This design comes from an exercise in tuning for small area, a short achievable clock period and few clock cycles per item on the open sky130 flow, not from production work. In this exercise RTL edits were held to simulation tests only and were not proved equivalent to the original. Power is estimated from default activity; no workload was simulated.

## red
Design clip_space_triangle_near_clipper, start of the top module:
module clip_space_triangle_near_clipper (
   input  logic         clock,
   input  logic         reset,
   input  logic         req_tvalid,
   output logic         req_tready,
   input  logic [ctnc_pkg::REQ_BYTES*8-1:0] req_tdata,
   output logic         rsp_tvalid,
   input  logic         rsp_tready,
   output logic [ctnc_pkg::RSP_BYTES*8-1:0] rsp_tdata,
   output logic         rsp_tlast
);
export LEC_CHECK = 0
export CAP_MARGIN = 20
export CORE_MARGIN = 2
export CORE_UTILIZATION = 55
export SLEW_MARGIN = 20
create_clock -name core_clock -period 13.0 [get_ports {clock}]
standard.sh (not shown) runs the stock make flow with config.mk's settings and CLKGATE_MAP_FILE= SYNTH_SCRIPT=/design/flow/synth_recipe.tcl, a recipe that flattens the netlist after the stock synthesis.
==> flow/flow/run.sh <==
#!/bin/bash
# The standard layout, with timing repair aimed below the clock period:
# repair_timing works on every path slower than 13 - 7 = 6 ns. The SDC,
# the clock period and all else are the standard flow's.
set -euo pipefail
export SETUP_SLACK_MARGIN=7
bash standard.sh > standard_flow.log 2>&1
Testbench counts of red, summed over its fixed seeds: cycles 2,314, triangles 256.
--- input diff red..blue ---
--- a/flow/design.v
+++ b/flow/design.v
@@ -158,25 +158,25 @@
          2'd0:    v = a[127:0];
          2'd1:    v = b[127:0];
          default: v = c[127:0];
       endcase
       case (k)
          2'd0:    rd = v[31:0];
          2'd1:    rd = v[63:32];
          2'd2:    rd = v[95:64];
          default: rd = v[127:96];
       endcase
    endfunction
    logic [1:0]  mc_w;
-   logic [31:0] p2_oc, oc_ff, ocb_ff;     
+   logic [31:0] p2_oc, oc_ff;             
    logic [51:0] pp;
    logic        big;
    logic [31:0] pm;
    logic [32:0] sum_c;
    logic [31:0] res_c;
    always_comb begin
       mc_w  = mcj_ff ? jb_w : ja_w;
       p2_oc = oc_ff;
       pp    = mcsh_ff ? {16'd0, acc_ff[51:16]} : acc_ff;
       big   = |pp[51:31];
       if (sg_ff) pm = big ? 32'h8000_0000 : {1'b0, pp[30:0]};
       else       pm = big ? 32'h7FFF_FFFF : {1'b0, pp[30:0]};
@@ -521,33 +521,32 @@
          cnt_ff <= cnt_ff - 3'd1;
       end
    end
    always_ff @(posedge clock) begin
       if (take) begin
          tm_ff <= tm_c;
          tn_ff <= neg_ff;
          t1_ff <= one_ff;
          mj_ff <= dvj_ff;
       end
       if (ma_go) begin
          dm_ff   <= dmag_c;
-         ocb_ff  <= p1_oc;
          ds_ff   <= df_p[32];
          mbk_ff  <= take ? 2'd0 : mk_ff[1:0];
          mbj_ff  <= take ? dvj_ff : mj_ff;
          mk_ff   <= take ? 3'd1 : mk_ff + 3'd1;
          mbph_ff <= 1'b0;
          be_ff   <= benc(take ? tm_c[19:0] : tm_ff[19:0]);
       end else if (mbv_ff && !mb_fin) begin
          mbph_ff <= 1'b1;
          be_ff   <= benc({4'd0, tm_ff[31:20], 4'd0});
       end
       if (mbv_ff) acc_ff <= mul_c;
       if (mb_fin) begin
          sg_ff   <= ds_ff ^ tn_ff;
          mck_ff  <= mbk_ff;
          mcj_ff  <= mbj_ff;
          mcsh_ff <= t1_ff;
-         oc_ff   <= ocb_ff;
+         oc_ff   <= rd(mbj_ff ? jb_o : ja_o, mbk_ff, slot0, slot1, slot2);
       end
    end
 endmodule
[summary]
blue vs. red: area used by multi-input combinational logic saw an increase; portion of the clock cycle consumed by the worst path in the final layout saw a decrease; clock period minus final worst setup slack saw a decrease; sequential power saw a decrease; adder-cell share of the synthesized area saw a decrease.
blue vs. red: worst reg-to-reg setup slack rose by 0.08 ns; part of the power in the clock network grew by 1.4 points.
Summary — power density over the cells, blue relative to red: lower, by about 5%.
[compare] base=red new=blue: register fraction of the total cell area shrank by 0.93 points; global-route wire length before repair grew by 6.4%; routed via count divided by cell count grew by 0.13; sequential cell count shrank by about 3%; clock insertion delay at the later pin of the skew report held steady.
red leaves less setup margin than blue.
Testbench counts of blue, summed over its fixed seeds: cycles 2,314, triangles 256.

* * *

clip_space_triangle_near_clipper again, from the RTL that the note above started with.
==> flow/design.v (excerpt) <==
module clip_space_triangle_near_clipper (
   input  logic         clock,
   input  logic         reset,
   input  logic         req_tvalid,
   output logic         req_tready,
   input  logic [ctnc_pkg::REQ_BYTES*8-1:0] req_tdata,
   output logic         rsp_tvalid,
   input  logic         rsp_tready,
   output logic [ctnc_pkg::RSP_BYTES*8-1:0] rsp_tdata,
   output logic         rsp_tlast
);
Settings: LEC_CHECK=0, CAP_MARGIN=20, CORE_MARGIN=2, CORE_UTILIZATION=55, SLEW_MARGIN=20, TNS_END_PERCENT=10; clock period 13.0 ns.
Scripts as last shown in full above: flow/flow/run.sh
The baseline produced a clean layout.
Testbench counts at the start, summed over its fixed seeds: cycles 2,314, triangles 256.
==> next run, changes <==
--- a/flow/design.v
+++ b/flow/design.v
@@ -162,17 +162,17 @@
       case (k)
          2'd0:    rd = v[31:0];
          2'd1:    rd = v[63:32];
          2'd2:    rd = v[95:64];
          default: rd = v[127:96];
       endcase
    endfunction
    logic [1:0]  mc_w;
-   logic [31:0] p2_oc, oc_ff, ocb_ff;     
+   logic [31:0] p2_oc, oc_ff;             
    logic [51:0] pp;
    logic        big;
    logic [31:0] pm;
    logic [32:0] sum_c;
    logic [31:0] res_c;
    always_comb begin
       mc_w  = mcj_ff ? jb_w : ja_w;
       p2_oc = oc_ff;
@@ -525,29 +525,28 @@
       if (take) begin
          tm_ff <= tm_c;
          tn_ff <= neg_ff;
          t1_ff <= one_ff;
          mj_ff <= dvj_ff;
       end
       if (ma_go) begin
          dm_ff   <= dmag_c;
-         ocb_ff  <= p1_oc;
          ds_ff   <= df_p[32];
          mbk_ff  <= take ? 2'd0 : mk_ff[1:0];
          mbj_ff  <= take ? dvj_ff : mj_ff;
          mk_ff   <= take ? 3'd1 : mk_ff + 3'd1;
          mbph_ff <= 1'b0;
          be_ff   <= benc(take ? tm_c[19:0] : tm_ff[19:0]);
       end else if (mbv_ff && !mb_fin) begin
          mbph_ff <= 1'b1;
          be_ff   <= benc({4'd0, tm_ff[31:20], 4'd0});
       end
       if (mbv_ff) acc_ff <= mul_c;
       if (mb_fin) begin
          sg_ff   <= ds_ff ^ tn_ff;
          mck_ff  <= mbk_ff;
          mcj_ff  <= mbj_ff;
          mcsh_ff <= t1_ff;
-         oc_ff   <= ocb_ff;
+         oc_ff   <= rd(mbj_ff ? jb_o : ja_o, mbk_ff, slot0, slot1, slot2);
       end
    end
 endmodule
Register-to-register slack gets worse by 0.07 ns.
Global-route usage grows by 1.6 points.
Wire length rose by 6.2%.
Cell area goes up by 0.44%.
Die area rose by 2.0%.
Power goes down by 5.5%.
Sequential share of layout area is lower by 0.95 points.
Final cell count goes up by 2.1%.
Utilization is lower by 1.2 points.
Clock-buffer cell count went down by 15.
Clock skew increases by 0.011 ns.
Synthesized area went up by 2.1%.
Worst setup slack gains 0.039 ns.
Combinational power came out lower by 7.9%.
Testbench counts after the change, summed over its fixed seeds: cycles 2,314, triangles 256.

separate check: timing with driven ports:
Ports are ideal in the flow. The routed layouts listed here were re-timed in OpenROAD.
Step 1 sets driving cells, clkbuf_16 on the clock port and buf_2 on the other inputs (assumed; they add their load-dependent delay and slew).
Step 2 adds t to the input delays and takes it off the output delays; t is the mean of the earliest and latest rising clock arrival at the registers after step 1. Input paths then give back, and output paths get back, about the clock's delay inside the block.
Slacks: ideal ports / drivers / drivers and shift; pairs: ideal ports / drivers.
run | t (ns) | setup slack, ns | hold slack, ns | worst setup path at the end | worst slew at a driven data input, ns
red | 0.901 | 6.021 / 6.021 / 6.021 | 0.418 / 0.418 / 0.418 | register to register | 0.06
blue | 0.911 | 6.100 / 6.100 / 6.077 | 0.419 / 0.419 / 0.419 | input to register | 0.35
the first run of note 2 | 0.899 | 5.984 / 5.962 / 5.184 | 0.417 / 0.417 / 0.417 | input to register | 0.07
the second run of note 2 | 0.889 | 6.023 / 5.990 / 5.203 | 0.423 / 0.423 / 0.423 | input to register | 0.16
After both steps setup and hold are still met in every run listed. The setup slack of the second run of note 2, which loses most, moves by -0.033 ns with the drivers and by -0.820 ns with both steps.
